Context: an optimization exercise on an open-source flow, tuned for small area. The choices shown serve that exercise and are no tape-out recipe.
Function was checked by simulation only, so behaviour that the tests miss may differ from the original.
No activity file was given, so power comes from the tool's default toggle rates.

**flow/run.sh**
```bash
#!/bin/bash
# synth_recipe.tcl (not shown) runs the flow's synth.tcl, then flattens the netlist and writes it again
# the make line also repeats each setting of config.mk as NAME=value (left out here)
make -C /OpenROAD-flow-scripts/flow DESIGN_CONFIG=/design/flow/config.mk WORK_HOME=/design/flow/orfs CLKGATE_MAP_FILE= SYNTH_SCRIPT=/design/flow/synth_recipe.tcl finish
```
**flow/config.mk**
```make
export PLATFORM = sky130hd
export DESIGN_NAME = calc_resp_engine
export DESIGN_NICKNAME = calc_resp_engine
export VERILOG_FILES = /design/flow/design.v
export SDC_FILE = /design/flow/constraint.sdc
export NUM_CORES = 4
export LEC_CHECK = 0
export CAP_MARGIN = 20
export CORE_MARGIN = 2
export CORE_UTILIZATION = 30
export SLEW_MARGIN = 20
```
**flow/constraint.sdc**
```tcl
create_clock -name core_clock -period 10.0 [get_ports {c_clk}]
set_input_delay 2.0000 -clock core_clock [delete_from_list [all_inputs] [get_ports {c_clk}]]
set_output_delay 2.0000 -clock core_clock [all_outputs]
set_load 0.01 [all_outputs]
```
**flow/design.v**
```verilog
package calc_pkg;
  localparam int DATA_W   = 32;
  localparam int IDX_W    = 4;
  localparam int TAG_W    = 2;
  localparam int CMD_W    = 4;
  localparam int RESP_W   = 2;
  localparam int SHAMT_W  = 5;
  localparam int NUM_REGS = 16;
  localparam logic [CMD_W-1:0] NOP   = 4'd0;
  localparam logic [CMD_W-1:0] ADD   = 4'd1;
  localparam logic [CMD_W-1:0] SUB   = 4'd2;
  localparam logic [CMD_W-1:0] SHL   = 4'd5;
  localparam logic [CMD_W-1:0] SHR   = 4'd6;
  localparam logic [CMD_W-1:0] STORE = 4'd9;
  localparam logic [CMD_W-1:0] FETCH = 4'd10;
  localparam logic [RESP_W-1:0] NONE = 2'd0;
  localparam logic [RESP_W-1:0] OK   = 2'd1;
  localparam logic [RESP_W-1:0] ERR  = 2'd2;
  localparam int OP_W = 3;
  localparam logic [OP_W-1:0] OP_NONE  = 3'd0;
  localparam logic [OP_W-1:0] OP_ADD   = 3'd1;
  localparam logic [OP_W-1:0] OP_SUB   = 3'd2;
  localparam logic [OP_W-1:0] OP_SHL   = 3'd3;
  localparam logic [OP_W-1:0] OP_SHR   = 3'd4;
  localparam logic [OP_W-1:0] OP_STORE = 3'd5;
  localparam logic [OP_W-1:0] OP_FETCH = 3'd6;
  localparam logic [OP_W-1:0] OP_ERR   = 3'd7;
  localparam int ENTRY_W = CMD_W + 3 * IDX_W + TAG_W + DATA_W;
endpackage
module calc_req_fifo (
  input  logic                           clk_i,
  input  logic                           rst_ni,
  input  logic                           en_i,
  input  logic [calc_pkg::CMD_W-1:0]     cmd_i,
  input  logic [calc_pkg::IDX_W-1:0]     d1_i,
  input  logic [calc_pkg::IDX_W-1:0]     d2_i,
  input  logic [calc_pkg::IDX_W-1:0]     r1_i,
  input  logic [calc_pkg::TAG_W-1:0]     tag_i,
  input  logic [calc_pkg::DATA_W-1:0]    data_i,
  output logic [calc_pkg::OP_W-1:0]      op_o,
  output logic [calc_pkg::IDX_W-1:0]     d1_o,
  output logic [calc_pkg::IDX_W-1:0]     d2_o,
  output logic [calc_pkg::IDX_W-1:0]     r1_o,
  output logic [calc_pkg::TAG_W-1:0]     tag_o,
  output logic [calc_pkg::DATA_W-1:0]    data_o
);
  logic [calc_pkg::OP_W-1:0] op_d;
  always_comb begin
    op_d = calc_pkg::OP_NONE;
    if (en_i) begin
      case (cmd_i)
        calc_pkg::NOP:   op_d = calc_pkg::OP_NONE;
        calc_pkg::ADD:   op_d = calc_pkg::OP_ADD;
        calc_pkg::SUB:   op_d = calc_pkg::OP_SUB;
        calc_pkg::SHL:   op_d = calc_pkg::OP_SHL;
        calc_pkg::SHR:   op_d = calc_pkg::OP_SHR;
        calc_pkg::STORE: op_d = calc_pkg::OP_STORE;
        calc_pkg::FETCH: op_d = calc_pkg::OP_FETCH;
        default:         op_d = calc_pkg::OP_ERR;
      endcase
    end
  end
  always_ff @(posedge clk_i or negedge rst_ni) begin
    if (!rst_ni) begin
      op_o <= calc_pkg::OP_NONE;
    end else begin
      op_o <= op_d;
    end
  end
  always_ff @(posedge clk_i) begin
    d1_o   <= d1_i;
    d2_o   <= d2_i;
    r1_o   <= r1_i;
    tag_o  <= tag_i;
    data_o <= data_i;
  end
endmodule
import calc_pkg::*;
module calc_resp_engine (
  input  logic              c_clk,
  input  logic              reset_n,
  input  logic [CMD_W-1:0]  req_cmd,
  input  logic [IDX_W-1:0]  req_d1,
  input  logic [IDX_W-1:0]  req_d2,
  input  logic [IDX_W-1:0]  req_r1,
  input  logic [TAG_W-1:0]  req_tag,
  input  logic [DATA_W-1:0] req_data,
  output logic              req_ready,
  output logic [RESP_W-1:0] out_resp,
  output logic [TAG_W-1:0]  out_tag,
  output logic [DATA_W-1:0] out_data
);
  logic [OP_W-1:0]   op;
  logic [IDX_W-1:0]  head_d1, head_d2, head_r1;
  logic [TAG_W-1:0]  head_tag;
  logic [DATA_W-1:0] head_data;
  logic              req_ready_q;
  logic [RESP_W-1:0] resp_q, resp_d;
  logic [TAG_W-1:0]  tag_q;
  logic [DATA_W-1:0] data_q;
  logic              fetch_q;
  logic [DATA_W-1:0]   regs_q [NUM_REGS];
  logic [NUM_REGS-1:0] valid_q;
  logic [NUM_REGS-1:0] sel_a, sel_b, we;
  logic [DATA_W-1:0]   op_a, op_b, wr_val;
  logic                wr_en;
  calc_req_fifo u_fifo (
    .clk_i  (c_clk),
    .rst_ni (reset_n),
    .en_i   (req_ready_q),
    .cmd_i  (req_cmd),
    .d1_i   (req_d1),
    .d2_i   (req_d2),
    .r1_i   (req_r1),
    .tag_i  (req_tag),
    .data_i (req_data),
    .op_o   (op),
    .d1_o   (head_d1),
    .d2_o   (head_d2),
    .r1_o   (head_r1),
    .tag_o  (head_tag),
    .data_o (head_data)
  );
  always_comb begin
    for (int i = 0; i < NUM_REGS; i++) begin
      sel_a[i] = valid_q[i] && (head_d1 == IDX_W'(i));
      sel_b[i] = valid_q[i] && (head_d2 == IDX_W'(i));
    end
  end
  always_comb begin
    logic [DATA_W-1:0] acc_a, acc_b;
    acc_a = '0;
    acc_b = '0;
    for (int i = 0; i < NUM_REGS; i++) begin
      acc_a = acc_a | (regs_q[i] & {DATA_W{sel_a[i]}});
      acc_b = acc_b | (regs_q[i] & {DATA_W{sel_b[i]}});
    end
    op_a = acc_a;
    op_b = acc_b;
  end
  logic              is_sub;
  logic [DATA_W:0]   sum;
  assign is_sub = (op == OP_SUB);
  assign sum    = {1'b0, op_a} + {1'b0, op_b ^ {DATA_W{is_sub}}} + {{DATA_W{1'b0}}, is_sub};
  logic              is_shl;
  logic [DATA_W-1:0] sh_in, sh_out, sh_rev, a_rev;
  assign is_shl = (op == OP_SHL);
  always_comb begin
    for (int j = 0; j < DATA_W; j++) begin
      a_rev[j] = op_a[DATA_W-1-j];
    end
  end
  assign sh_in  = is_shl ? a_rev : op_a;
  assign sh_out = sh_in >> op_b[SHAMT_W-1:0];
  always_comb begin
    for (int j = 0; j < DATA_W; j++) begin
      sh_rev[j] = sh_out[DATA_W-1-j];
    end
  end
  always_comb begin
    resp_d = NONE;
    wr_en  = 1'b0;
    wr_val = '0;
    case (op)
      OP_ADD: begin
        resp_d = sum[DATA_W] ? ERR : OK;
        wr_en  = !sum[DATA_W];
        wr_val = sum[DATA_W-1:0];
      end
      OP_SUB: begin
        resp_d = sum[DATA_W] ? OK : ERR;
        wr_en  = sum[DATA_W];
        wr_val = sum[DATA_W-1:0];
      end
      OP_SHL: begin
        resp_d = OK;
        wr_en  = 1'b1;
        wr_val = sh_rev;
      end
      OP_SHR: begin
        resp_d = OK;
        wr_en  = 1'b1;
        wr_val = sh_out;
      end
      OP_STORE: begin
        resp_d = OK;
        wr_en  = 1'b1;
        wr_val = head_data;
      end
      OP_FETCH: resp_d = OK;
      OP_ERR:   resp_d = ERR;
      default:  resp_d = NONE;
    endcase
  end
  always_comb begin
    for (int i = 0; i < NUM_REGS; i++) begin
      we[i] = wr_en && (head_r1 == IDX_W'(i));
    end
  end
  always_ff @(posedge c_clk or negedge reset_n) begin
    if (!reset_n) begin
      req_ready_q <= 1'b0;
      resp_q      <= NONE;
      fetch_q     <= 1'b0;
      valid_q     <= '0;
    end else begin
      req_ready_q <= 1'b1;
      resp_q      <= resp_d;
      fetch_q     <= (op == OP_FETCH);
      valid_q     <= valid_q | we;
    end
  end
  always_ff @(posedge c_clk) begin
    tag_q  <= head_tag;
    data_q <= op_a;
    for (int i = 0; i < NUM_REGS; i++) begin
      if (we[i]) begin
        regs_q[i] <= wr_val;
      end
    end
  end
  assign req_ready = req_ready_q;
  assign out_resp  = resp_q;
  assign out_tag   = tag_q & {TAG_W{resp_q != NONE}};
  assign out_data  = data_q & {DATA_W{fetch_q}};
endmodule
```
==> flow_metrics.env, run 1 <==
export IMPL_regToRegStartpoint="u_fifo.d1_o[1]"
export IMPL_critPathTopFamily="compound AO/OA/AOI/OAI gates"
export IMPL_hold_viol=0
export IMPL_core_area_sq_mm=0.103
export IMPL_min_to="tag_q[0]"
export IMPL_synth_most_common_cell="edfxtp_1"
export IMPL_ios=89
export IMPL_routed_wl_microns=152000
export IMPL_ys_ff_latch=615
export IMPL_placed_area_sq_mm=0.0341
export IMPL_antenna_found_initial=6
export IMPL_slew_viol_final=0
export IMPL_drc=0
export IMPL_post_route_util_pct=35.4
export IMPL_cts_path_max_buffers=3
export IMPL_synth_compound_area_share_pct=16.9
export IMPL_hp_start="u_fifo.tag_o[0]"
export IMPL_synth_xor_area_share_pct=1.55
export IMPL_power_leakage_nw=13.6
export IMPL_start_util_pct=30.2
export IMPL_finalSetupTns_ns=0
export IMPL_grt_max_degree=57
export IMPL_die_h_microns=326
export IMPL_cts_hold_buf=0
export IMPL_period_minus_slack_ns=8.64
export IMPL_cellPowerDensity_mw_per_mm2=229
export IMPL_portBuffers=88
export IMPL_clk_latency_ns=0.64
export IMPL_yosysSeqAreaShare_pct=56.4
export IMPL_hpwl_microns=101000
export IMPL_max_freq_mhz=116
export IMPL_cts_inserted_buffers=71
export IMPL_ys_async_sr_fraction_pct=3.74
export IMPL_cts_root_buf="clkbuf_16"
export IMPL_min_path_cells=0
export IMPL_setup_ws_ns=1.36
export IMPL_synthesis_area_sq_mm=0.0311
export IMPL_cp_end_kind="flip-flop"
export IMPL_fp_dieArea_sq_mm=0.106
export IMPL_skew_ns=0.0364
export IMPL_post_cts_buffers=0
export IMPL_worst_ep_arrival_time_ns=8.88
export IMPL_vias_per_cell=6.71
export IMPL_cts_tree="yes"
export IMPL_synthTopCellsByArea="edfxtp_1 (49%), and3_1 (6.8%), dfxtp_1 (5.1%)"
export IMPL_grt_pass1_vias=26400
export IMPL_worst_pin_slew_ns=1.24
export IMPL_min_path_type="reg -> reg"
export IMPL_crit_chain="and2_2, buf_4, and3_1, a2111oi_0, nand4_1, a21oi_1, nor2_1, fa_1, a21o_1, a21o_1, a211oi_1, nor4_1, o21ai_0, a21oi_1, a41o_1, a221oi_1, mux2i_2, buf_4, and3_2"
export IMPL_yosysWarningCount=3
export IMPL_place_ws_ns=1.66
export IMPL_synth_edf_count=512
export IMPL_ys_flop_type="edfxtp_1"
export IMPL_drt_iter0_drc=5701
export IMPL_rsz0062_at_grt="false"
export IMPL_htree_levels=3
export IMPL_final_antenna_net_count=0
export IMPL_r2r_end="regs_q[0][20]"
export IMPL_cp_required_ns=10.25
export IMPL_crit_path_start_kind="flip-flop"
export IMPL_layout_drive_gt1_share_pct=12.1
export IMPL_relSlewSlack_pct=17.2
export IMPL_synth_top_family_by_area="simple AND/OR/NAND/NOR gates"
export IMPL_synth_top_area_cell="edfxtp_1"
export IMPL_fin_nets=2770
export IMPL_die_width_microns=326
export IMPL_clock_sinks=615
export IMPL_timing_final_crit_share_pct=86.4
export IMPL_fin_area_sq_mm=0.0366
export IMPL_ir_drop_mv=0.136
export IMPL_areaGrowthSynthToFinish_pct=17.4
export IMPL_ctsResizeCount=0
export IMPL_post_drt_wl_per_cell_microns=36.8
export IMPL_cap_violations=0
export IMPL_synthAdderAreaFrac_pct=1.31
export IMPL_syn_inst=2616
export IMPL_path_class="reg -> reg"
export IMPL_rows=118
export IMPL_syn_area_per_cell_sq_um=11.9
export IMPL_yosys_cell_types_count=88
export IMPL_crit_path_top_delay_cell="and3_2"
export IMPL_firstDrtPassIters=9
export IMPL_grt_usage_pct=27.5
export IMPL_gp_congestion=1.03
export IMPL_num_vias=27700
export IMPL_setup_viol=0
export IMPL_yosys_area_share_simple_pct=17.1
export IMPL_status="finished clean"
export IMPL_r2r_slack_ns=1.36
export IMPL_synth_mux_area_share_pct=3.62
export IMPL_synth_top_cell_area_share_pct=49.4
export IMPL_grt_pass1_wl_microns=208000
export IMPL_grt_ovfl_total=0
export IMPL_crit_path_max_incr_delay_ns=0.96
export IMPL_path_clk_slew_ns=0.06
export IMPL_synth_commonest_cells="edfxtp_1 (512), and3_1 (340), clkbuf_1 (162)"
export IMPL_critPathBufInv=2
export IMPL_syn_num_nets=2700
export IMPL_reg2reg_depth=19
export IMPL_path_max_fanout=56
[cell families after synthesis]
kind of cell    after synthesis
fa+ha+maj                    32
buf+inv                     245
xor+xnor                     55
flops                       615
mux                          90
simple gates                915
other cells                   1
compound gates              663
[report_power, final]
part           switching [mW]  internal, mW  total, mW
Clock                    1.12          1.60       2.72
Sequential              0.118          3.16       3.28
Combinational            1.74         0.634       2.38
Total                    2.98          5.39       8.37
[metrics by stage]
| step | cells | total power, mW | hold slack (ns) |
|---|---|---|---|
| after global routing | 4119 | 8.57 | 0.336 |
| after global placement | 3990 | 5.58 | 0.312 |
| final | 4124 | 8.37 | 0.327 |
| after floorplan | 2616 | 4.47 | 0.310 |
| after CTS | 4117 | 8.28 | 0.328 |
| after detailed placement | 3991 | 5.57 | 0.316 |
[cell usage in the layout, fill, tap and decap left out, types with 46 or more instances in the layout]
| master | Yosys | layout |
|---|---|---|
| dfxtp_1 | 80 | 79 |
| a22o_1 | 71 | 71 |
| clkdlybuf4s50_1 | 0 | 88 |
| nor3_1 | 89 | 87 |
| nand2_1 | 121 | 121 |
| a2111oi_0 | 125 | 125 |
| a21oi_1 | 46 | 46 |
| nand4_1 | 67 | 67 |
| a221oi_1 | 87 | 87 |
| clkbuf_16 | 0 | 75 |
| buf_4 | 3 | 105 |
| a22oi_1 | 96 | 96 |
| mux2i_1 | 62 | 61 |
| and2_1 | 47 | 46 |
| and3_1 | 340 | 326 |
| nor2_1 | 70 | 63 |
| edfxtp_1 | 512 | 512 |
[metal layers]
| layer | up-vias | part of all wire (%) | GRT usage [%] |
|---|---|---|---|
| met5 | - | 0.020 | 0 |
| met4 | 4 | 6.7 | 15.8 |
| met3 | 713 | 14 | 9.54 |
| met2 | 2651 | 42 | 40.2 |
| met1 | 13500 | 37 | 35.2 |
| li1 | 10800 | - | - |
[worst max path at each step]
stage	start	to	slack (ns)	cells past startpoint
after floorplan	u_fifo.d2_o[3]	regs_q[15][0]	3.02	23
after global placement	u_fifo.d1_o[1]	regs_q[0][15]	1.80	19
after detailed placement	u_fifo.d1_o[1]	regs_q[0][20]	1.66	19
after CTS	u_fifo.d1_o[1]	regs_q[0][26]	1.60	19
after global routing	u_fifo.d1_o[1]	regs_q[0][26]	0.95	19
final	u_fifo.d1_o[1]	regs_q[0][20]	1.36	19
[state kept, by name, summed over array words and instances (netlist names)]
name,flops
valid_q,16
u_fifo.tag_o,2
req_ready_q,1
fetch_q,1
u_fifo.d1_o,4
data_q,32
tag_q,2
resp_q,2
u_fifo.data_o,32
u_fifo.r1_o,4
regs_q,512
u_fifo.op_o,3
u_fifo.d2_o,4
[cell type report]
class,instances,area [sq um]
multi-input combinational,1756,12800
sequential,615,17600
fill,10000,66600
clock inverter,36,443
timing repair buffer,205,1890
tap,1380,1730
inverter,37,139
clock buffer,90,1980
antenna,5,12.5
==> run 2: changes to the inputs <==
--- a/flow/design.v
+++ b/flow/design.v
@@ -141,7 +141,33 @@
   logic              is_sub;
   logic [DATA_W:0]   sum;
   assign is_sub = (op == OP_SUB);
-  assign sum    = {1'b0, op_a} + {1'b0, op_b ^ {DATA_W{is_sub}}} + {{DATA_W{1'b0}}, is_sub};
+  logic [DATA_W-1:0] add_b, add_g, add_p, add_c;
+  logic [DATA_W/4:0] grp_c;
+  assign add_b = op_b ^ {DATA_W{is_sub}};
+  assign add_g = op_a & add_b;
+  assign add_p = op_a ^ add_b;
+  always_comb begin
+    grp_c[0] = is_sub;
+    for (int k = 0; k < DATA_W/4; k++) begin
+      grp_c[k+1] = add_g[4*k+3]
+                 | (add_p[4*k+3] & add_g[4*k+2])
+                 | (add_p[4*k+3] & add_p[4*k+2] & add_g[4*k+1])
+                 | (add_p[4*k+3] & add_p[4*k+2] & add_p[4*k+1] & add_g[4*k])
+                 | (add_p[4*k+3] & add_p[4*k+2] & add_p[4*k+1] & add_p[4*k] & grp_c[k]);
+    end
+  end
+  always_comb begin
+    for (int k = 0; k < DATA_W/4; k++) begin
+      add_c[4*k]   = grp_c[k];
+      add_c[4*k+1] = add_g[4*k]   | (add_p[4*k]   & grp_c[k]);
+      add_c[4*k+2] = add_g[4*k+1] | (add_p[4*k+1] & add_g[4*k])
+                   | (add_p[4*k+1] & add_p[4*k] & grp_c[k]);
+      add_c[4*k+3] = add_g[4*k+2] | (add_p[4*k+2] & add_g[4*k+1])
+                   | (add_p[4*k+2] & add_p[4*k+1] & add_g[4*k])
+                   | (add_p[4*k+2] & add_p[4*k+1] & add_p[4*k] & grp_c[k]);
+    end
+  end
+  assign sum = {grp_c[DATA_W/4], add_p ^ add_c};
   logic              is_shl;
   logic [DATA_W-1:0] sh_in, sh_out, sh_rev, a_rev;
   assign is_shl = (op == OP_SHL);
--- a/flow/config.mk
+++ b/flow/config.mk
@@ -8,4 +8,7 @@
 export CAP_MARGIN = 20
 export CORE_MARGIN = 2
 export CORE_UTILIZATION = 30
+export CTS_BUF_LIST = sky130_fd_sc_hd__clkbuf_8
+export CTS_CLUSTER_DIAMETER = 70
+export CTS_CLUSTER_SIZE = 16
 export SLEW_MARGIN = 20
==> flow_metrics.env, run 2 <==
export IMPL_synthesis_area_sq_mm=0.0302
export IMPL_fp_dieArea_sq_mm=0.103
export IMPL_drt_iter0_drc=5686
export IMPL_min_path_type="reg -> reg"
export IMPL_top_regs="regs_q (512), data_q (32), u_fifo.data_o (32)"
export IMPL_largest_register="regs_q"
export IMPL_post_drt_wl_per_cell_microns=37.2
export IMPL_syn_area_per_cell_sq_um=12.1
export IMPL_cts_tree="yes"
export IMPL_ys_async_sr_fraction_pct=3.74
export IMPL_vias_per_cell=6.79
export IMPL_grtUsageMet3_pct=8.56
export IMPL_start_util_pct=30.2
export IMPL_skew_ns=0.107
export IMPL_yosysWarningCount=3
export IMPL_ys_flop_type="edfxtp_1"
export IMPL_cp_end_kind="flip-flop"
export IMPL_cts_root_buf="clkbuf_8"
export IMPL_grt_use_met1_pct=35.6
export IMPL_final_antenna_net_count=0
export IMPL_cellPowerDensity_mw_per_mm2=203
export IMPL_grt_max_degree=39
export IMPL_post_cts_buffers=0
export IMPL_grt_ovfl_total=0
export IMPL_largest_reg_flops=512
export IMPL_finalSetupTns_ns=0
export IMPL_synth_top_cell_area_share_pct=51.0
export IMPL_timing_final_crit_share_pct=84.6
export IMPL_yosysSeqAreaShare_pct=58.2
export IMPL_synthTopCellsByArea="edfxtp_1 (51%), and3_1 (7.6%), dfxtp_1 (5.3%)"
export IMPL_layout_commonest_cell="edfxtp_1"
export IMPL_synth_edf_count=512
export IMPL_core_area_sq_mm=0.0999
export IMPL_cts_hold_buf=0
export IMPL_die_h_microns=321
export IMPL_ir_drop_mv=0.101
export IMPL_synth_commonest_cells="edfxtp_1 (512), and3_1 (367), clkbuf_1 (145)"
export IMPL_period_minus_slack_ns=8.46
export IMPL_clk_latency_ns=0.80
export IMPL_final_cells=3880
export IMPL_areaGrowthSynthToFinish_pct=12.9
export IMPL_drc=0
export IMPL_ctsResizeCount=0
export IMPL_layout_common_cells="edfxtp_1 (512), and3_1 (367), a2111oi_0 (126)"
export IMPL_worst_pin_slew_ns=1.24
export IMPL_ys_ff_latch=615
export IMPL_status="finished clean"
export IMPL_fin_nets=2639
export IMPL_fill_cells=9859
export IMPL_hold_viol=0
export IMPL_routed_wl_microns=144000
export IMPL_grt_usage_pct=27.0
export IMPL_hpwl_microns=93000
export IMPL_synth_top_area_cell="edfxtp_1"
export IMPL_rsz0062_at_grt="false"
export IMPL_cp_required_ns=10.44
export IMPL_cts_path_max_buffers=3
export IMPL_syn_inst=2494
export IMPL_gp_congestion=1.01
export IMPL_busiest_layer="met2"
export IMPL_power_leakage_nw=12.7
export IMPL_portBuffers=88
export IMPL_slew_viol_final=0
export IMPL_clock_sinks=615
export IMPL_path_class="reg -> reg"
export IMPL_layout_drive_gt1_share_pct=10.1
export IMPL_grt_pass1_wl_microns=198000
export IMPL_htree_levels=2
export IMPL_yosys_cell_types_count=91
export IMPL_ios=89
export IMPL_grt_pass1_vias=24900
export IMPL_cap_violations=0
export IMPL_setup_viol=0
export IMPL_antenna_found_initial=10
export IMPL_relSlewSlack_pct=17.5
export IMPL_path_clk_slew_ns=0.10
export IMPL_placed_cells=3793
export IMPL_met2_usage_pct=39.6
export IMPL_crit_path_start_kind="flip-flop"
export IMPL_syn_num_nets=2585
export IMPL_synth_most_common_cell="edfxtp_1"
export IMPL_cts_inserted_buffers=50
export IMPL_num_vias=26300
export IMPL_worst_ep_arrival_time_ns=8.91
export IMPL_max_freq_mhz=118
export IMPL_path_max_fanout=29
export IMPL_rows=116
export IMPL_die_width_microns=321
export IMPL_firstDrtPassIters=9
[run 2: cell types whose count changed in the layout (fill, tap and decap cells not counted), moves of 18 or more]
cell	before	now
clkbuf_16	75	0
nor3_1	87	17
nand2_1	121	72
clkbuf_8	5	52
and3_1	326	367
nor2_1	63	99
nor3b_1	31	2
a221oi_1	87	60
xor2_1	40	14
xnor2_1	15	40
a222oi_1	16	37
a21o_1	30	12
[run 2: worst max-delay path, stage by stage (launching register included)]
cell       delay [ns]
dfxtp_1          0.79
nor2_4           0.27
buf_4            0.36
and3_1           0.54
a2111oi_0        0.68
nand4_1          0.84
ha_1             0.68
inv_1            0.14
o21bai_1         0.09
a221o_1          0.31
a2111oi_0        0.47
o21ai_0          0.24
a31o_2           0.34
nand3_1          0.17
nand4_1          0.61
nor2_4           1.14
buf_4            0.37
[run 2: worst paths after layout]
check,depth (start not counted),startpoint,endpoint,slack (ns)
max,16,u_fifo.d1_o[1],regs_q[3][20],1.54
min,0,u_fifo.tag_o[1],tag_q[1],0.31
max reg2reg,16,u_fifo.d1_o[1],regs_q[3][20],1.54
min reg2reg,0,u_fifo.tag_o[1],tag_q[1],0.31
max in group asynchronous,2,reset_n,u_fifo.op_o[2],8.12
min in group asynchronous,2,reset_n,valid_q[4],1.62
[run 2: metrics by stage]
stage	worst slack [ns]	total power, mW	util [%]	instance area [sq um]	hold WS (ns)
final	1.54	6.92	34.1	34100	0.314
after CTS	1.76	6.80	34.1	34000	0.327
after floorplan	3.61	4.34	-	30200	0.310
after global placement	1.91	5.40	33.1	33000	0.319
after detailed placement	1.82	5.39	33.2	33100	0.318
after global routing	1.45	7.07	34.1	34100	0.323
[run 2: cells by family after synthesis]
logic type | Yosys count | share of synthesized area [%]
XOR/XNOR | 54 | 1.57
multiplexers | 63 | 2.13
flip-flops | 615 | 58.2
other | 1 | 0.0124
buffers and inverters | 220 | 3.01
AO/OA/AOI/OAI | 673 | 17.5
adder cells (fa/ha/maj) | 39 | 1.79
AND/OR/NAND/NOR | 829 | 15.8
[run 2: routing by layer]
layer  up-vias  routed length, microns
li1      10200                       -
met1     12800                   53200
met2      2665                   60100
met3       668                   21700
met4         6                    9310
met5         -                      94
[run 2: layout make-up]
class	count	area, sq um	area share [%]
inverters	21	78.8	0.231
flip-flops and latches	615	17600	51.5
repair buffers	201	1800	5.29
well taps	1298	1620	4.77
clock inverters	32	224	0.657
diodes	2	5.00	0.0147
multi-input cells	1659	12100	35.4
clock buffers	52	716	2.10
[run 2: report_power, final]
part	total, mW	switching, mW	internal (mW)
clock network	1.45	0.944	0.508
registers	3.27	0.137	3.13
logic	2.20	1.62	0.581
==> run 3: changes to the inputs <==
--- a/flow/config.mk
+++ b/flow/config.mk
@@ -8,7 +8,7 @@
 export CAP_MARGIN = 20
 export CORE_MARGIN = 2
 export CORE_UTILIZATION = 30
-export CTS_BUF_LIST = sky130_fd_sc_hd__clkbuf_8
-export CTS_CLUSTER_DIAMETER = 70
-export CTS_CLUSTER_SIZE = 16
+export CTS_BUF_LIST = sky130_fd_sc_hd__clkbuf_16
+export CTS_CLUSTER_DIAMETER = 100
+export CTS_CLUSTER_SIZE = 26
 export SLEW_MARGIN = 20
==> flow_metrics.env, run 3 <==
export IMPL_grt_ovfl_total=0
export IMPL_post_drt_wl_per_cell_microns=37.4
export IMPL_post_route_util_pct=34.1
export IMPL_synth_top_family_by_area="compound AO/OA/AOI/OAI gates"
export IMPL_power_leakage_nw=12.7
export IMPL_rows=116
export IMPL_path_max_fanout=25
export IMPL_timing_final_crit_share_pct=85.3
export IMPL_min_to="tag_q[1]"
export IMPL_p_total_mw=6.94
export IMPL_cp_startpoint="u_fifo.d1_o[2]"
export IMPL_cellPowerDensity_mw_per_mm2=204
export IMPL_fp_dieArea_sq_mm=0.103
export IMPL_routed_wl_met2_microns=60800
export IMPL_p_int_mw=4.31
export IMPL_place_ws_ns=1.82
export IMPL_cts_tree="yes"
export IMPL_post_cts_buffers=0
export IMPL_drt_met1_wl_microns=53200
export IMPL_path_class="reg -> reg"
export IMPL_cp_required_ns=10.39
export IMPL_ctsResizeCount=0
export IMPL_cap_violations=0
export IMPL_drt_iter0_drc=5747
export IMPL_final_antenna_net_count=0
export IMPL_min_path_type="reg -> reg"
export IMPL_path_clk_slew_ns=0.10
export IMPL_p_clk_share_pct=21.2
export IMPL_synthTopCellsByArea="edfxtp_1 (51%), and3_1 (7.6%), dfxtp_1 (5.3%)"
export IMPL_gp_congestion=1.01
export IMPL_ys_flop_type="edfxtp_1"
export IMPL_yosysSeqAreaShare_pct=58.2
export IMPL_ir_drop_mv=0.165
export IMPL_synth_compound_area_share_pct=17.5
export IMPL_hp_start="u_fifo.tag_o[1]"
export IMPL_skew_ns=0.0441
export IMPL_synth_top_area_cell="edfxtp_1"
export IMPL_cts_inserted_buffers=29
export IMPL_hpwl_microns=93000
export IMPL_cts_root_buf="clkbuf_16"
export IMPL_yosys_cell_types_count=91
export IMPL_syn_num_nets=2585
export IMPL_regToRegStartpoint="u_fifo.d1_o[2]"
export IMPL_reg2reg_depth=18
export IMPL_grt_usage_pct=26.8
export IMPL_status="finished clean"
export IMPL_synth_commonest_cells="edfxtp_1 (512), and3_1 (367), clkbuf_1 (145)"
export IMPL_clk_latency_ns=0.69
export IMPL_r2r_slack_ns=1.47
export IMPL_setup_viol=0
export IMPL_wl_met3_microns=21600
export IMPL_top_regs="regs_q (512), data_q (32), u_fifo.data_o (32)"
export IMPL_antenna_found_initial=8
export IMPL_cp_end_kind="flip-flop"
export IMPL_rsz0062_at_grt="false"
export IMPL_p_seq_share_pct=47.2
export IMPL_layout_commonest_cell="edfxtp_1"
export IMPL_layout_drive_gt1_share_pct=9.02
export IMPL_cts_path_max_buffers=3
export IMPL_grt_pass1_vias=24600
export IMPL_grt_pass1_wl_microns=197000
export IMPL_crit_path_start_kind="flip-flop"
export IMPL_routed_wl_microns=144000
export IMPL_syn_inst=2494
export IMPL_ys_async_sr_fraction_pct=3.74
export IMPL_synth_edf_count=512
export IMPL_die_width_microns=321
export IMPL_start_util_pct=30.2
export IMPL_cts_hold_buf=0
export IMPL_synth_most_common_cell="edfxtp_1"
export IMPL_portBuffers=88
export IMPL_max_freq_mhz=117
export IMPL_hold_viol=0
export IMPL_synthesis_area_sq_mm=0.0302
export IMPL_drc=0
export IMPL_r2r_end="regs_q[3][20]"
export IMPL_p_comb_share_pct=31.7
export IMPL_core_area_sq_mm=0.0999
export IMPL_ios=89
export IMPL_fill_cells=9847
export IMPL_regArea_sq_mm=0.0176
export IMPL_die_h_microns=321
export IMPL_syn_area_per_cell_sq_um=12.1
export IMPL_synth_xor_area_share_pct=1.57
export IMPL_firstDrtPassIters=14
export IMPL_htree_levels=1
export IMPL_min_path_cells=0
export IMPL_yosysWarningCount=3
export IMPL_highest_layer="met5"
export IMPL_largest_reg_flops=512
export IMPL_finalSetupTns_ns=0
export IMPL_relSlewSlack_pct=9.44
export IMPL_final_cells=3852
export IMPL_setup_ws_ns=1.47
export IMPL_largest_register="regs_q"
export IMPL_placed_cells=3793
export IMPL_slew_viol_final=0
export IMPL_clock_sinks=615
export IMPL_grt_max_degree=39
export IMPL_num_vias=26200
export IMPL_worst_pin_slew_ns=1.36
export IMPL_worst_ep_arrival_time_ns=8.92
export IMPL_ys_ff_latch=615
export IMPL_areaGrowthSynthToFinish_pct=12.9
export IMPL_fin_nets=2618
export IMPL_synth_mux_area_share_pct=2.13
export IMPL_multi_input_area_sq_mm=0.0121
export IMPL_swShare_pct=37.8
export IMPL_period_minus_slack_ns=8.53
export IMPL_p_sw_mw=2.63
export IMPL_synthAdderAreaFrac_pct=1.79
export IMPL_vias_per_cell=6.80
export IMPL_yosys_area_share_simple_pct=15.8
export IMPL_synth_top_cell_area_share_pct=51.0
export IMPL_layout_common_cells="edfxtp_1 (512), and3_1 (367), a2111oi_0 (126)"
[run 3: cell counts after synthesis]
Identical to the previous run, type by type.
[run 3: power groups by stage]
stage / clock network (mW) / registers, mW / logic, mW
2_1_floorplan: 0 / 3.23 / 1.11
3_3_place_gp: 0 / 3.32 / 2.08
3_5_place_dp: 0 / 3.31 / 2.07
4_1_cts: 1.49 / 3.26 / 2.07
5_1_grt: 1.57 / 3.27 / 2.24
6_report: 1.47 / 3.27 / 2.20
[run 3: logic make-up (layout without fill, tap and decap cells)]
logic type,count (synthesis),after routing
simple gates,829,829
compound gates,673,673
flops,615,615
mux,63,63
xor+xnor,54,54
other cells,1,5
buf+inv,220,276
fa+ha+maj,39,39
[run 3: final cells by class]
type                       instances  area share (%)
inverter                          21           0.231
timing repair buffer             201            5.29
clock inverter                    25           0.621
antenna                            4          0.0294
clock buffer                      29            2.13
multi-input combinational       1659            35.4
tap                             1298            4.77
sequential                       615            51.5
[run 3: layer usage]
layer | vias to the layer above | GRT usage (%)
met3 | 583 | 8.03
li1 | 10200 | -
met5 | - | 0
met4 | 4 | 12.8
met1 | 12800 | 35.7
met2 | 2635 | 39.9
[run 3: how the worst max path moves through the flow]
| stage | cells past startpoint | end |
|---|---|---|
| 2_1_floorplan | 20 | regs_q[10][0] |
| 3_3_place_gp | 15 | regs_q[0][26] |
| 3_5_place_dp | 18 | regs_q[3][21] |
| 4_1_cts | 18 | regs_q[3][20] |
| 5_1_grt | 18 | regs_q[9][4] |
| 6_report | 18 | regs_q[3][20] |
[run 3: metrics by stage]
step,hold slack (ns),instance area (sq um)
CTS,0.344,34000
global route,0.348,34100
finish,0.337,34100
detailed placement,0.318,33100
floorplan,0.310,30200
global placement,0.319,33000
[run 3: worst max-delay path, cell delays in order, from the launching register on]
cell and delay [ns]:
dfxtp_1 0.48, and2_1 0.56, buf_4 0.36, and4_1 0.34, buf_4 0.34, a2111oi_0 0.55
nand4_1 0.76, ha_1 0.52, a21o_1 0.16, a21o_1 0.20, a21o_1 0.19, a221o_1 0.36
a2111oi_0 0.46, o21ai_0 0.24, a31o_2 0.34, nand3_1 0.17, nand4_1 0.62, nor2_4 1.15
buf_4 0.37
==> run 4: changes to the inputs <==
==> flow/flow/run.sh (new file) <==
#!/bin/bash
# Own layout flow: the standard flow (standard.sh), with the port buffers
# made from the smallest buffer cell and a clock tree of fewer, larger sink
# clusters without dummy loads. Everything else, synthesis included, is the
# standard flow. The full make output goes to flow_make.log here.
set -euo pipefail
export BUFFER_PORTS_ARGS="-buffer_cell sky130_fd_sc_hd__buf_1"
export CTS_ARGS="-sink_clustering_enable -repair_clock_nets -dont_use_dummy_load -buf_list sky130_fd_sc_hd__clkbuf_16 -sink_clustering_size 26 -sink_clustering_max_diameter 100"
bash standard.sh > flow_make.log 2>&1
==> flow/standard.sh (new file) <==
#!/bin/bash
# synth_recipe.tcl (not shown) runs the flow's synth.tcl, then flattens the netlist and writes it again
# the make line also repeats each setting of config.mk as NAME=value (left out here)
make -C /OpenROAD-flow-scripts/flow DESIGN_CONFIG=/design/flow/config.mk WORK_HOME=/design/flow/orfs CLKGATE_MAP_FILE= SYNTH_SCRIPT=/design/flow/synth_recipe.tcl "${@:-finish}"
--- a/flow/config.mk
+++ b/flow/config.mk
@@ -8,7 +8,4 @@
 export CAP_MARGIN = 20
 export CORE_MARGIN = 2
 export CORE_UTILIZATION = 30
-export CTS_BUF_LIST = sky130_fd_sc_hd__clkbuf_16
-export CTS_CLUSTER_DIAMETER = 100
-export CTS_CLUSTER_SIZE = 26
 export SLEW_MARGIN = 20
removed: flow/run.sh
==> flow_metrics.env, run 4 <==
export IMPL_timing_final_crit_share_pct=85.7
export IMPL_fp_dieArea_sq_mm=0.103
export IMPL_ios=89
export IMPL_yosys_cell_types_count=91
export IMPL_die_width_microns=321
export IMPL_grtUsageMet3_pct=8.33
export IMPL_crit_path_max_incr_delay_ns=1.15
export IMPL_cts_inserted_buffers=34
export IMPL_crit_path_start_kind="flip-flop"
export IMPL_placed_cells=3791
export IMPL_setup_viol=0
export IMPL_post_route_util_pct=33.4
export IMPL_antenna_found_initial=8
export IMPL_setup_ws_ns=1.43
export IMPL_cts_tree="yes"
export IMPL_final_antenna_net_count=0
export IMPL_yosysWarningCount=3
export IMPL_firstDrtPassIters=10
export IMPL_ys_flop_type="edfxtp_1"
export IMPL_period_minus_slack_ns=8.57
export IMPL_post_cts_buffers=0
export IMPL_num_vias=26000
export IMPL_swShare_pct=37.5
export IMPL_synth_most_common_cell="edfxtp_1"
export IMPL_relSlewSlack_pct=10.7
export IMPL_fin_nets=2621
export IMPL_syn_inst=2494
export IMPL_grt_ovfl_total=0
export IMPL_synth_top_area_cell="edfxtp_1"
export IMPL_htree_levels=2
export IMPL_drt_iter0_drc=5668
export IMPL_die_h_microns=321
export IMPL_worst_pin_slew_ns=1.31
export IMPL_hpwl_microns=91900
export IMPL_layout_commonest_cell="edfxtp_1"
export IMPL_areaGrowthSynthToFinish_pct=10.6
export IMPL_grt_pass1_vias=24600
export IMPL_ys_async_sr_fraction_pct=3.74
export IMPL_largest_reg_flops=512
export IMPL_synthesis_area_sq_mm=0.0302
export IMPL_top_regs="regs_q (512), data_q (32), u_fifo.data_o (32)"
export IMPL_grt_max_degree=48
export IMPL_ir_drop_mv=0.142
export IMPL_clk_latency_ns=0.65
export IMPL_cts_hold_buf=0
export IMPL_start_util_pct=30.2
export IMPL_synthTopCellsByArea="edfxtp_1 (51%), and3_1 (7.6%), dfxtp_1 (5.3%)"
export IMPL_finalSetupTns_ns=0
export IMPL_rsz0062_at_grt="false"
export IMPL_final_cells=3829
export IMPL_hold_viol=0
export IMPL_worst_ep_arrival_time_ns=8.84
export IMPL_regToRegStartpoint="u_fifo.d1_o[0]"
export IMPL_synth_commonest_cells="edfxtp_1 (512), and3_1 (367), clkbuf_1 (145)"
export IMPL_syn_num_nets=2585
export IMPL_routed_wl_microns=141000
export IMPL_hp_start="u_fifo.tag_o[0]"
export IMPL_skew_ns=0.117
export IMPL_cap_violations=0
export IMPL_grt_usage_pct=26.5
export IMPL_layout_common_cells="edfxtp_1 (512), and3_1 (367), a2111oi_0 (125)"
export IMPL_grt_use_met1_pct=34.9
export IMPL_p_int_mw=4.30
export IMPL_cellPowerDensity_mw_per_mm2=206
export IMPL_cp_end_kind="flip-flop"
export IMPL_p_seq_share_pct=47.3
export IMPL_ys_ff_latch=615
export IMPL_clock_sinks=615
export IMPL_p_sw_mw=2.58
export IMPL_power_leakage_nw=12.4
export IMPL_post_drt_wl_per_cell_microns=36.9
export IMPL_p_total_mw=6.87
export IMPL_path_class="reg -> reg"
export IMPL_status="finished clean"
export IMPL_ctsResizeCount=0
export IMPL_core_area_sq_mm=0.0999
export IMPL_syn_area_per_cell_sq_um=12.1
export IMPL_gp_congestion=1.02
export IMPL_path_max_fanout=23
export IMPL_rows=116
export IMPL_synth_edf_count=512
export IMPL_min_path_type="reg -> reg"
export IMPL_layout_drive_gt1_share_pct=8.82
export IMPL_drc=0
export IMPL_place_ws_ns=2.03
export IMPL_cts_root_buf="clkbuf_16"
export IMPL_p_clk_share_pct=21.0
export IMPL_slew_viol_final=0
export IMPL_cp_required_ns=10.27
export IMPL_crit_path_top_delay_cell="nor2_4"
export IMPL_vias_per_cell=6.80
export IMPL_crit_chain="and3b_1, and3_1, a2111oi_0, nand4_1, ha_1, and4_1, and3_1, o21a_1, o21ai_0, o21ai_0, a31o_2, or3_1, nand4_1, nor2_4, buf_4"
export IMPL_synth_top_cell_area_share_pct=51.0
export IMPL_max_freq_mhz=117
export IMPL_cp_startpoint="u_fifo.d1_o[0]"
export IMPL_cts_path_max_buffers=3
export IMPL_yosysSeqAreaShare_pct=58.2
export IMPL_p_comb_share_pct=31.7
export IMPL_busiest_layer="met2"
export IMPL_portBuffers=88
export IMPL_path_clk_slew_ns=0.12
export IMPL_met2_usage_pct=39.1
export IMPL_largest_register="regs_q"
export IMPL_grt_pass1_wl_microns=194000
-- run 4: cell counts after synthesis --
Identical to the previous run, type by type.
-- run 4: through the flow --
stage          hold slack (ns)  cell area (sq um)
6_report                 0.351              33400
3_3_place_gp             0.374              32400
2_1_floorplan            0.310              30200
4_1_cts                  0.379              33300
5_1_grt                  0.370              33400
3_5_place_dp             0.376              32500
-- run 4: cells by family after synthesis --
logic type / count (synthesis) / share of synthesized area (%)
simple gates: 829 / 15.8
xor+xnor: 54 / 1.57
compound gates: 673 / 17.5
flops: 615 / 58.2
buf+inv: 220 / 3.01
fa+ha+maj: 39 / 1.79
mux: 63 / 2.13
other cells: 1 / 0.0124
-- run 4: final timing paths --
kind / end / cells past startpoint / slack [ns]
setup / recovery: regs_q[4][23] / 15 / 1.43
hold reg to reg: tag_q[0] / 0 / 0.35
max in group asynchronous: resp_q[1] / 2 / 8.32
hold / removal: tag_q[0] / 0 / 0.35
setup reg to reg: regs_q[4][23] / 15 / 1.43
min in group asynchronous: valid_q[10] / 2 / 1.34
-- run 4: power groups by stage --
stage	clock network, mW	registers (mW)	logic (mW)
after global placement	0	3.30	2.06
after detailed placement	0	3.30	2.05
after global routing	1.54	3.25	2.23
final	1.45	3.25	2.18
after CTS	1.46	3.24	2.05
after floorplan	0	3.23	1.11
-- run 4: metal layers --
layer | part of all wire [%] | vias up
li1 | - | 10200
met1 | 37 | 12600
met2 | 42 | 2602
met3 | 15 | 622
met4 | 6.3 | 6
met5 | 0.050 | -
-- run 4: cell type report --
| class | instances | area [sq um] |
|---|---|---|
| fillers | 9862 | 66500 |
| multi-input cells | 1659 | 12000 |
| repair buffers | 199 | 1200 |
| flip-flops and latches | 615 | 17600 |
| well taps | 1298 | 1620 |
| clock buffers | 34 | 851 |
| inverters | 21 | 78.8 |
| diodes | 3 | 7.51 |
-- run 4: worst max-delay path: cells and delay by family (launching register included) --
kind / cells / cell delay (ns)
buffers and inverters: 1 / 0.37
and+or+nand+nor: 8 / 4.44
DFF: 1 / 0.74
AOI/OAI and AO/OA: 5 / 1.87
adders and majority gates: 1 / 0.73
==> run 5: changes to the inputs <==
--- a/flow/design.v
+++ b/flow/design.v
@@ -100,8 +100,8 @@
   logic [DATA_W-1:0] data_q;
   logic              fetch_q;
   logic [DATA_W-1:0]   regs_q [NUM_REGS];
-  logic [NUM_REGS-1:0] valid_q;
-  logic [NUM_REGS-1:0] sel_a, sel_b, we;
+  logic                clr;
+  logic [NUM_REGS-1:0] sel_a, sel_b, we, ld;
   logic [DATA_W-1:0]   op_a, op_b, wr_val;
   logic                wr_en;
   calc_req_fifo u_fifo (
@@ -123,8 +123,8 @@
   );
   always_comb begin
     for (int i = 0; i < NUM_REGS; i++) begin
-      sel_a[i] = valid_q[i] && (head_d1 == IDX_W'(i));
-      sel_b[i] = valid_q[i] && (head_d2 == IDX_W'(i));
+      sel_a[i] = (head_d1 == IDX_W'(i));
+      sel_b[i] = (head_d2 == IDX_W'(i));
     end
   end
   always_comb begin
@@ -221,26 +221,26 @@
   always_comb begin
     for (int i = 0; i < NUM_REGS; i++) begin
       we[i] = wr_en && (head_r1 == IDX_W'(i));
-    end
-  end
+      ld[i] = we[i] || clr;
+    end
+  end
+  assign clr = !req_ready_q;
   always_ff @(posedge c_clk or negedge reset_n) begin
     if (!reset_n) begin
       req_ready_q <= 1'b0;
       resp_q      <= NONE;
       fetch_q     <= 1'b0;
-      valid_q     <= '0;
     end else begin
       req_ready_q <= 1'b1;
       resp_q      <= resp_d;
       fetch_q     <= (op == OP_FETCH);
-      valid_q     <= valid_q | we;
     end
   end
   always_ff @(posedge c_clk) begin
     tag_q  <= head_tag;
     data_q <= op_a;
     for (int i = 0; i < NUM_REGS; i++) begin
-      if (we[i]) begin
+      if (ld[i]) begin
         regs_q[i] <= wr_val;
       end
     end
==> flow/flow/run.sh (replaced) <==
#!/bin/bash
# Own layout flow: the standard flow (standard.sh, synthesis included)
# with two changes: the port buffers use the smallest buffer cell, and the
# clock tree uses clkbuf_8 sink clusters of at most 16 sinks, without dummy
# loads. The full make output goes to flow_make.log here; ORFS writes each
# step's own log under orfs/logs.
set -euo pipefail
export BUFFER_PORTS_ARGS="-buffer_cell sky130_fd_sc_hd__buf_1"
export CTS_ARGS="-sink_clustering_enable -repair_clock_nets -dont_use_dummy_load -buf_list sky130_fd_sc_hd__clkbuf_8 -sink_clustering_size 16 -sink_clustering_max_diameter 70"
bash standard.sh > flow_make.log 2>&1
--- a/flow/config.mk
+++ b/flow/config.mk
@@ -5,7 +5,8 @@
 export SDC_FILE = /design/flow/constraint.sdc
 export NUM_CORES = 4
 export LEC_CHECK = 0
-export CAP_MARGIN = 20
+export ABC_AREA = 1
+export CAP_MARGIN = 10
 export CORE_MARGIN = 2
 export CORE_UTILIZATION = 30
-export SLEW_MARGIN = 20
+export SLEW_MARGIN = 10
==> flow_metrics.env, run 5 <==
export IMPL_status="finished clean"
export IMPL_vias_per_cell=5.57
export IMPL_crit_path_top_delay_cell="nand2_2"
export IMPL_syn_inst=3302
export IMPL_setup_viol=0
export IMPL_synth_xor_area_share_pct=1.15
export IMPL_ys_async_sr_fraction_pct=1.17
export IMPL_die_h_microns=318
export IMPL_path_clk_slew_ns=0.11
export IMPL_path_class="reg -> reg"
export IMPL_critPathTopFamily="simple AND/OR/NAND/NOR gates"
export IMPL_hold_viol=0
export IMPL_ys_flop_type="edfxtp_1"
export IMPL_max_freq_mhz=133
export IMPL_synth_top_cell_area_share_pct=51.8
export IMPL_largest_register="regs_q"
export IMPL_crit_path_start_kind="flip-flop"
export IMPL_critPathBufInv=1
export IMPL_synth_mux_area_share_pct=0
export IMPL_syn_area_per_cell_sq_um=8.99
export IMPL_min_path_type="reg -> reg"
export IMPL_fin_area_sq_mm=0.0323
export IMPL_setup_ws_ns=2.50
export IMPL_placed_area_sq_mm=0.0317
export IMPL_drc=0
export IMPL_synth_most_common_cell="nand2_1"
export IMPL_crit_top_cell="nand2_1"
export IMPL_synth_top_area_cell="edfxtp_1"
export IMPL_worst_ep_arrival_time_ns=7.74
export IMPL_num_vias=26000
export IMPL_top_regs="regs_q (512), data_q (32), u_fifo.data_o (32)"
export IMPL_antenna_found_initial=5
export IMPL_synth_edf_count=512
export IMPL_yosysWarningCount=3
export IMPL_synthTopCellsByArea="edfxtp_1 (52%), nand2_1 (14%), nand3_1 (5.5%)"
export IMPL_post_route_util_pct=32.9
export IMPL_start_util_pct=30.2
export IMPL_fin_nets=3464
export IMPL_relSlewSlack_pct=17.0
export IMPL_yosysSeqAreaShare_pct=57.8
export IMPL_synth_top_family_by_area="simple AND/OR/NAND/NOR gates"
export IMPL_post_cts_buffers=0
export IMPL_cts_path_max_buffers=3
export IMPL_holdWs_ns=0.331
export IMPL_cellPowerDensity_mw_per_mm2=233
export IMPL_crit_path_max_incr_delay_ns=0.91
export IMPL_period_minus_slack_ns=7.50
export IMPL_hpwl_microns=81700
export IMPL_routed_wl_microns=121000
export IMPL_core_area_sq_mm=0.0983
export IMPL_layout_commonest_cell="nand2_1"
export IMPL_grt_usage_pct=23.3
export IMPL_cap_violations=0
export IMPL_fp_dieArea_sq_mm=0.101
export IMPL_cts_inserted_buffers=48
export IMPL_layout_common_cells="nand2_1 (1122), edfxtp_1 (512), nand3_1 (327)"
export IMPL_clk_latency_ns=0.73
export IMPL_worst_pin_slew_ns=1.24
export IMPL_die_width_microns=318
export IMPL_clock_sinks=599
export IMPL_ios=89
export IMPL_htree_levels=2
export IMPL_drt_iter0_drc=4219
export IMPL_largest_reg_flops=512
export IMPL_synthAdderAreaFrac_pct=1.82
export IMPL_grt_pass1_vias=24500
export IMPL_syn_num_nets=3393
export IMPL_rsz0062_at_grt="false"
export IMPL_firstDrtPassIters=7
export IMPL_ir_drop_mv=0.101
export IMPL_layout_drive_gt1_share_pct=5.75
export IMPL_grt_ovfl_total=0
export IMPL_skew_ns=0.128
export IMPL_synth_commonest_cells="nand2_1 (1139), edfxtp_1 (512), nand3_1 (327)"
export IMPL_timing_final_crit_share_pct=75.0
export IMPL_yosys_cell_types_count=49
export IMPL_place_ws_ns=2.78
export IMPL_path_max_fanout=32
export IMPL_grt_pass1_wl_microns=172000
export IMPL_areaGrowthSynthToFinish_pct=9.01
export IMPL_gp_congestion=0.986
export IMPL_finalSetupTns_ns=0
export IMPL_power_leakage_nw=13.3
export IMPL_final_antenna_net_count=0
export IMPL_cts_root_buf="clkbuf_8"
export IMPL_yosys_area_share_simple_pct=25.4
export IMPL_cp_end_kind="flip-flop"
export IMPL_portBuffers=88
export IMPL_grt_max_degree=58
export IMPL_synth_compound_area_share_pct=8.36
export IMPL_cts_hold_buf=0
export IMPL_cts_tree="yes"
export IMPL_cp_required_ns=10.24
export IMPL_ys_ff_latch=599
export IMPL_slew_viol_final=0
export IMPL_post_drt_wl_per_cell_microns=26.0
export IMPL_rows=115
export IMPL_ctsResizeCount=0
export IMPL_synthesis_area_sq_mm=0.0297
## run 5: area by class of cell
| type | count | area, sq um |
|---|---|---|
| well taps | 1287 | 1610 |
| fillers | 10200 | 65900 |
| inverters | 279 | 1050 |
| repair buffers | 153 | 818 |
| flip-flops and latches | 599 | 17200 |
| multi-input cells | 2292 | 11100 |
| clock buffers | 48 | 661 |
| diodes | 2 | 5.00 |
## run 5: path summary, 6_finish.rpt
path / start / to / slack [ns] / depth (start not counted)
worst min register to register: u_fifo.tag_o[0] / tag_q[0] / 0.33 / 0
min in group asynchronous: reset_n / req_ready_q / 1.24 / 1
max in group asynchronous: reset_n / u_fifo.op_o[1] / 8.49 / 1
worst max register to register: u_fifo.d2_o[2] / regs_q[10][21] / 2.50 / 30
worst max-delay path: u_fifo.d2_o[2] / regs_q[10][21] / 2.50 / 30
worst min-delay path: u_fifo.tag_o[0] / tag_q[0] / 0.33 / 0
## run 5: kinds of logic (layout without fill, tap and decap cells)
group / count (synthesis) / after routing
other: 1 / 3
DFF: 599 / 599
adders and majority gates: 39 / 39
and+or+nand+nor: 1827 / 1827
buffers and inverters: 411 / 480
AOI/OAI and AO/OA: 386 / 386
xor gates and xnor gates: 39 / 39
## run 5: layer usage
layer  part of all wire [%]  routed length (microns)  up-vias  GRT usage, %
met4                    6.0                     7270        6          12.4
met2                     43                    51600     1974          35.1
met5                  0.037                       45        -             0
met3                     13                    16000      368          5.63
li1                       -                        -    11300             -
met1                     38                    46400    12300          31.0
## run 5: report_power, final
part           leakage (nW)  internal [mW]  switching [mW]  total (mW)
Combinational          6.95          0.536            1.76        2.30
Clock                 0.345          0.428           0.795        1.22
Sequential             5.99           3.69           0.342        4.03
Total                  13.3           4.65            2.90        7.55
## run 5: stage by stage
stage,std cells,power [mW]
floorplan,3302,5.27
CTS,4658,7.47
global placement,4610,6.27
global route,4659,7.88
detailed placement,4610,6.27
finish,4660,7.55
==> run 6: changes to the inputs <==
--- a/flow/config.mk
+++ b/flow/config.mk
@@ -6,7 +6,7 @@
 export NUM_CORES = 4
 export LEC_CHECK = 0
 export ABC_AREA = 1
-export CAP_MARGIN = 10
+export CAP_MARGIN = 20
 export CORE_MARGIN = 2
 export CORE_UTILIZATION = 30
-export SLEW_MARGIN = 10
+export SLEW_MARGIN = 20
==> flow_metrics.env, run 6 <==
export IMPL_cp_startpoint="u_fifo.d2_o[3]"
export IMPL_core_area_sq_mm=0.0983
export IMPL_slew_viol_final=0
export IMPL_syn_area_per_cell_sq_um=8.99
export IMPL_hpwl_microns=81700
export IMPL_placed_area_sq_mm=0.0317
export IMPL_fin_nets=3464
export IMPL_ctsResizeCount=0
export IMPL_period_minus_slack_ns=7.44
export IMPL_cts_hold_buf=0
export IMPL_relSlewSlack_pct=17.8
export IMPL_path_clk_slew_ns=0.11
export IMPL_holdWs_ns=0.330
export IMPL_htree_levels=2
export IMPL_clk_latency_ns=0.74
export IMPL_final_antenna_net_count=0
export IMPL_cap_violations=0
export IMPL_path_class="reg -> reg"
export IMPL_reg2reg_depth=31
export IMPL_cellPowerDensity_mw_per_mm2=233
export IMPL_yosys_cell_types_count=49
export IMPL_synthTopCellsByArea="edfxtp_1 (52%), nand2_1 (14%), nand3_1 (5.5%)"
export IMPL_syn_inst=3302
export IMPL_crit_top_cell="nand2_1"
export IMPL_antenna_found_initial=4
export IMPL_rsz0062_at_grt="false"
export IMPL_synth_commonest_cells="nand2_1 (1139), edfxtp_1 (512), nand3_1 (327)"
export IMPL_synth_top_cell_area_share_pct=51.8
export IMPL_finalSetupTns_ns=0
export IMPL_fill_cells=10100
export IMPL_post_route_util_pct=32.9
export IMPL_ys_flop_type="edfxtp_1"
export IMPL_portBuffers=88
export IMPL_yosysWarningCount=3
export IMPL_layout_common_cells="nand2_1 (1122), edfxtp_1 (512), nand3_1 (327)"
export IMPL_regToRegStartpoint="u_fifo.d2_o[3]"
export IMPL_cts_tree="yes"
export IMPL_place_ws_ns=2.85
export IMPL_num_vias=25800
export IMPL_ys_async_sr_fraction_pct=1.17
export IMPL_min_path_type="reg -> reg"
export IMPL_setup_ws_ns=2.56
export IMPL_cp_required_ns=10.29
export IMPL_crit_path_start_kind="flip-flop"
export IMPL_synth_top_area_cell="edfxtp_1"
export IMPL_gp_congestion=0.986
export IMPL_synthesis_area_sq_mm=0.0297
export IMPL_worst_pin_slew_ns=1.23
export IMPL_hold_viol=0
export IMPL_ios=89
export IMPL_p_total_mw=7.55
export IMPL_areaGrowthSynthToFinish_pct=9.10
export IMPL_grt_usage_pct=23.2
export IMPL_drc=0
export IMPL_r2r_slack_ns=2.56
export IMPL_drt_iter0_drc=4365
export IMPL_rows=115
export IMPL_vias_per_cell=5.54
export IMPL_timing_final_crit_share_pct=74.4
export IMPL_path_max_fanout=32
export IMPL_cp_end_kind="flip-flop"
export IMPL_power_leakage_nw=13.3
export IMPL_die_width_microns=318
export IMPL_crit_path_top_delay_cell="nand2_2"
export IMPL_top_regs="regs_q (512), data_q (32), u_fifo.data_o (32)"
export IMPL_crit_path_max_incr_delay_ns=0.90
export IMPL_post_cts_buffers=0
export IMPL_status="finished clean"
export IMPL_cts_root_buf="clkbuf_8"
export IMPL_final_cells=4659
export IMPL_placed_cells=4610
export IMPL_syn_num_nets=3393
export IMPL_post_drt_wl_per_cell_microns=26.1
export IMPL_largest_register="regs_q"
export IMPL_skew_ns=0.132
export IMPL_cts_path_max_buffers=3
export IMPL_grt_ovfl_total=0
export IMPL_worst_ep_arrival_time_ns=7.72
export IMPL_synth_edf_count=512
export IMPL_grt_pass1_wl_microns=171000
export IMPL_cts_inserted_buffers=48
export IMPL_ir_drop_mv=0.111
export IMPL_ys_ff_latch=599
export IMPL_synth_most_common_cell="nand2_1"
export IMPL_fp_dieArea_sq_mm=0.101
export IMPL_grt_max_degree=58
export IMPL_yosysSeqAreaShare_pct=57.8
export IMPL_fin_area_sq_mm=0.0324
export IMPL_start_util_pct=30.2
export IMPL_firstDrtPassIters=7
export IMPL_crit_path_end="regs_q[3][2]"
export IMPL_grt_pass1_vias=24400
export IMPL_layout_commonest_cell="nand2_1"
export IMPL_layout_drive_gt1_share_pct=5.78
export IMPL_routed_wl_microns=121000
export IMPL_max_freq_mhz=134
export IMPL_setup_viol=0
export IMPL_die_h_microns=318
export IMPL_largest_reg_flops=512
export IMPL_r2r_end="regs_q[3][2]"
export IMPL_clock_sinks=599
-- run 6: cell types whose count changed in the layout (fill, tap and decap cells not counted), sizes merged --
| cell | delta |
|---|---|
| diode | -1 |
-- run 6: how the worst min path moves through the flow --
stage                         start  slack [ns]       end  cells after the start
CTS                 u_fifo.tag_o[0]        0.34  tag_q[0]                      0
global route        u_fifo.tag_o[0]        0.35  tag_q[0]                      0
floorplan           u_fifo.tag_o[0]        0.31  tag_q[0]                      0
detailed placement  u_fifo.tag_o[0]        0.32  tag_q[0]                      0
finish              u_fifo.tag_o[0]        0.33  tag_q[0]                      0
global placement    u_fifo.tag_o[0]        0.31  tag_q[0]                      0
-- run 6: layout make-up --
cell class                 instances  area (sq um)  share of cell area [%]
sequential                       599         17200                    53.0
timing repair buffer             153           818                    2.53
multi-input combinational       2292         11100                    34.2
tap                             1287          1610                    4.97
antenna                            1          2.50                 0.00773
clock buffer                      48           661                    2.04
inverter                         279          1050                    3.24
-- run 6: logic make-up (layout without fill, tap and decap cells) --
| family | count (synthesis) | after routing | synth area share, % |
|---|---|---|---|
| buffers and inverters | 411 | 480 | 5.49 |
| DFF | 599 | 599 | 57.8 |
| other | 1 | 2 | 0.0126 |
| adders and majority gates | 39 | 39 | 1.82 |
| and+or+nand+nor | 1827 | 1827 | 25.4 |
| AOI/OAI and AO/OA | 386 | 386 | 8.36 |
| xor gates and xnor gates | 39 | 39 | 1.15 |
-- run 6: where the power goes --
| group | internal (mW) | total (mW) | leakage (nW) | switching [mW] |
|---|---|---|---|---|
| sequential | 3.69 | 4.03 | 5.99 | 0.343 |
| clock | 0.428 | 1.22 | 0.345 | 0.796 |
| combinational | 0.537 | 2.30 | 6.95 | 1.76 |
-- run 6: layer usage --
layer | track usage (%) | wire, microns | vias up
li1 | - | - | 11300
met1 | 31.0 | 46900 | 12300
met2 | 35.4 | 51800 | 1870
met3 | 5.18 | 15800 | 339
met4 | 11.6 | 6870 | 2
met5 | 0 | 13 | -
-- run 6: worst max-delay path: cells and delay by family (launching register included) --
| family | cells | cell delay (ns) |
|---|---|---|
| AND/OR/NAND/NOR | 22 | 4.01 |
| adder cells (fa/ha/maj) | 1 | 0.40 |
| XOR/XNOR | 1 | 0.15 |
| AO/OA/AOI/OAI | 3 | 1.25 |
| flip-flops | 1 | 0.40 |
| buffers and inverters | 4 | 0.74 |
==> run 7: changes to the inputs <==
--- a/flow/design.v
+++ b/flow/design.v
@@ -38,8 +38,8 @@
   input  logic [calc_pkg::TAG_W-1:0]     tag_i,
   input  logic [calc_pkg::DATA_W-1:0]    data_i,
   output logic [calc_pkg::OP_W-1:0]      op_o,
-  output logic [calc_pkg::IDX_W-1:0]     d1_o,
-  output logic [calc_pkg::IDX_W-1:0]     d2_o,
+  output logic [calc_pkg::NUM_REGS-1:0]  sel1_o,
+  output logic [calc_pkg::NUM_REGS-1:0]  sel2_o,
   output logic [calc_pkg::IDX_W-1:0]     r1_o,
   output logic [calc_pkg::TAG_W-1:0]     tag_o,
   output logic [calc_pkg::DATA_W-1:0]    data_o
@@ -68,8 +68,10 @@
     end
   end
   always_ff @(posedge clk_i) begin
-    d1_o   <= d1_i;
-    d2_o   <= d2_i;
+    for (int i = 0; i < calc_pkg::NUM_REGS; i++) begin
+      sel1_o[i] <= (d1_i == calc_pkg::IDX_W'(i));
+      sel2_o[i] <= (d2_i == calc_pkg::IDX_W'(i));
+    end
     r1_o   <= r1_i;
     tag_o  <= tag_i;
     data_o <= data_i;
@@ -91,7 +93,7 @@
   output logic [DATA_W-1:0] out_data
 );
   logic [OP_W-1:0]   op;
-  logic [IDX_W-1:0]  head_d1, head_d2, head_r1;
+  logic [IDX_W-1:0]  head_r1;
   logic [TAG_W-1:0]  head_tag;
   logic [DATA_W-1:0] head_data;
   logic              req_ready_q;
@@ -115,18 +117,12 @@
     .tag_i  (req_tag),
     .data_i (req_data),
     .op_o   (op),
-    .d1_o   (head_d1),
-    .d2_o   (head_d2),
+    .sel1_o (sel_a),
+    .sel2_o (sel_b),
     .r1_o   (head_r1),
     .tag_o  (head_tag),
     .data_o (head_data)
   );
-  always_comb begin
-    for (int i = 0; i < NUM_REGS; i++) begin
-      sel_a[i] = (head_d1 == IDX_W'(i));
-      sel_b[i] = (head_d2 == IDX_W'(i));
-    end
-  end
   always_comb begin
     logic [DATA_W-1:0] acc_a, acc_b;
     acc_a = '0;
--- a/flow/config.mk
+++ b/flow/config.mk
@@ -5,7 +5,6 @@
 export SDC_FILE = /design/flow/constraint.sdc
 export NUM_CORES = 4
 export LEC_CHECK = 0
-export ABC_AREA = 1
 export CAP_MARGIN = 20
 export CORE_MARGIN = 2
 export CORE_UTILIZATION = 30
==> flow_metrics.env, run 7 <==
export IMPL_rows=112
export IMPL_synthesis_area_sq_mm=0.0285
export IMPL_portBuffers=88
export IMPL_antenna_found_initial=1
export IMPL_fin_nets=2203
export IMPL_routed_wl_microns=112000
export IMPL_post_cts_buffers=0
export IMPL_top_regs="regs_q (512), data_q (32), u_fifo.data_o (32)"
export IMPL_crit_path_top_delay_cell="buf_4"
export IMPL_synth_commonest_cells="edfxtp_1 (512), a22o_1 (253), a221oi_1 (249)"
export IMPL_timing_final_crit_share_pct=62.6
export IMPL_crit_path_start_kind="flip-flop"
export IMPL_met2_usage_pct=33.5
export IMPL_busiest_layer="met2"
export IMPL_cp_end_kind="flip-flop"
export IMPL_crit_path_max_incr_delay_ns=0.63
export IMPL_critPathTopFamily="compound AO/OA/AOI/OAI gates"
export IMPL_grt_max_degree=42
export IMPL_cts_hold_buf=0
export IMPL_finalSetupTns_ns=0
export IMPL_post_drt_wl_per_cell_microns=33.4
export IMPL_setup_viol=0
export IMPL_final_antenna_net_count=0
export IMPL_yosysWarningCount=3
export IMPL_synth_most_common_cell="edfxtp_1"
export IMPL_skew_ns=0.137
export IMPL_start_util_pct=30.4
export IMPL_syn_inst=2038
export IMPL_synth_top_cell_area_share_pct=54.0
export IMPL_cellPowerDensity_mw_per_mm2=258
export IMPL_firstDrtPassIters=10
export IMPL_grt_pass1_vias=21700
export IMPL_grt_pass1_wl_microns=157000
export IMPL_cts_inserted_buffers=48
export IMPL_worst_ep_arrival_time_ns=6.55
export IMPL_layout_commonest_cell="edfxtp_1"
export IMPL_core_area_sq_mm=0.0936
export IMPL_die_h_microns=312
export IMPL_layout_common_cells="edfxtp_1 (512), a22o_1 (253), a221oi_1 (249)"
export IMPL_cap_violations=0
export IMPL_ys_ff_latch=623
export IMPL_ys_async_sr_fraction_pct=1.12
export IMPL_period_minus_slack_ns=6.26
export IMPL_yosys_cell_types_count=77
export IMPL_status="finished clean"
export IMPL_setup_ws_ns=3.74
export IMPL_ys_flop_type="edfxtp_1"
export IMPL_yosysSeqAreaShare_pct=62.0
export IMPL_htree_levels=2
export IMPL_areaGrowthSynthToFinish_pct=9.68
export IMPL_hold_viol=0
export IMPL_fp_dieArea_sq_mm=0.0973
export IMPL_num_antenna_cells=0
export IMPL_cp_required_ns=10.29
export IMPL_path_class="reg -> reg"
export IMPL_syn_area_per_cell_sq_um=14.0
export IMPL_path_max_fanout=41
export IMPL_ctsResizeCount=0
export IMPL_num_vias=22100
export IMPL_relSlewSlack_pct=26.3
export IMPL_grtUsageMet3_pct=6.97
export IMPL_largest_reg_flops=512
export IMPL_syn_num_nets=2129
export IMPL_critPathBufInv=4
export IMPL_post_route_util_pct=33.3
export IMPL_drt_iter0_drc=4051
export IMPL_power_leakage_nw=10.9
export IMPL_gp_congestion=0.969
export IMPL_hpwl_microns=65500
export IMPL_max_freq_mhz=160
export IMPL_min_path_type="reg -> reg"
[run 7: cell types whose count changed after synthesis, sizes merged, moves of 28 or more]
cell / before / now
inv: 278 / 45
a221oi: 62 / 250
o21ai: 166 / 15
and2: 1 / 38
xor2: 39 / 11
a22oi: 8 / 39
xnor2: 0 / 43
nand2: 1146 / 38
nand3: 328 / 15
and4: 0 / 36
a22o: 21 / 253
nor2: 282 / 66
mux2i: 0 / 112
[run 7: routing by layer]
layer | up-vias | share of wire [%]
li1 | 8656 | -
met1 | 10900 | 38
met2 | 2082 | 43
met3 | 483 | 14
met4 | 2 | 5.2
met5 | - | 0.012
[run 7: area by class of cell]
class | count | area (sq um)
flip-flops and latches | 623 | 17700
repair buffers | 164 | 901
inverters | 46 | 173
fillers | 9157 | 62400
well taps | 1254 | 1570
clock buffers | 48 | 661
multi-input cells | 1229 | 10200
[run 7: kinds of logic (layout without fill, tap and decap cells)]
kind of cell	after synthesis	after routing	share of synthesized area, %
xor gates and xnor gates	54	54	1.66
muxes	133	133	4.78
and+or+nand+nor	290	290	5.67
adders and majority gates	39	39	1.90
buffers and inverters	186	258	2.83
AOI/OAI and AO/OA	712	712	21.2
other	1	1	0.0132
DFF	623	623	62.0
[run 7: worst paths after layout]
path | start | endpoint | slack (ns) | cells after the start
worst max-delay path | u_fifo.sel2_o[10] | regs_q[4][28] | 3.74 | 18
worst min-delay path | u_fifo.tag_o[0] | tag_q[0] | 0.32 | 0
worst max register to register | u_fifo.sel2_o[10] | regs_q[4][28] | 3.74 | 18
worst min register to register | u_fifo.tag_o[0] | tag_q[0] | 0.32 | 0
max in group asynchronous | reset_n | fetch_q | 8.48 | 1
min in group asynchronous | reset_n | u_fifo.op_o[2] | 1.25 | 1
[run 7: where the power goes]
group / switching (mW) / total, mW / internal [mW]
Clock: 0.788 / 1.22 / 0.428
Sequential: 0.461 / 4.34 / 3.88
Combinational: 1.75 / 2.51 / 0.759
Total: 3.00 / 8.07 / 5.06
[run 7: per-stage QoR]
stage	instances	hold slack (ns)	power (mW)
floorplan	2038	0.310	5.63
global placement	3314	0.317	6.72
detailed placement	3315	0.314	6.74
CTS	3363	0.327	7.95
finish	3364	0.324	8.07
global route	3364	0.328	8.32

Check on run 7: ideal ports give 3.739 ns setup slack; a clkbuf_16 on the clock port and buf_2 on the inputs give 3.739 ns; moving port delays by the midpoint clock arrival (0.728 ns) as well gives 3.739 ns.
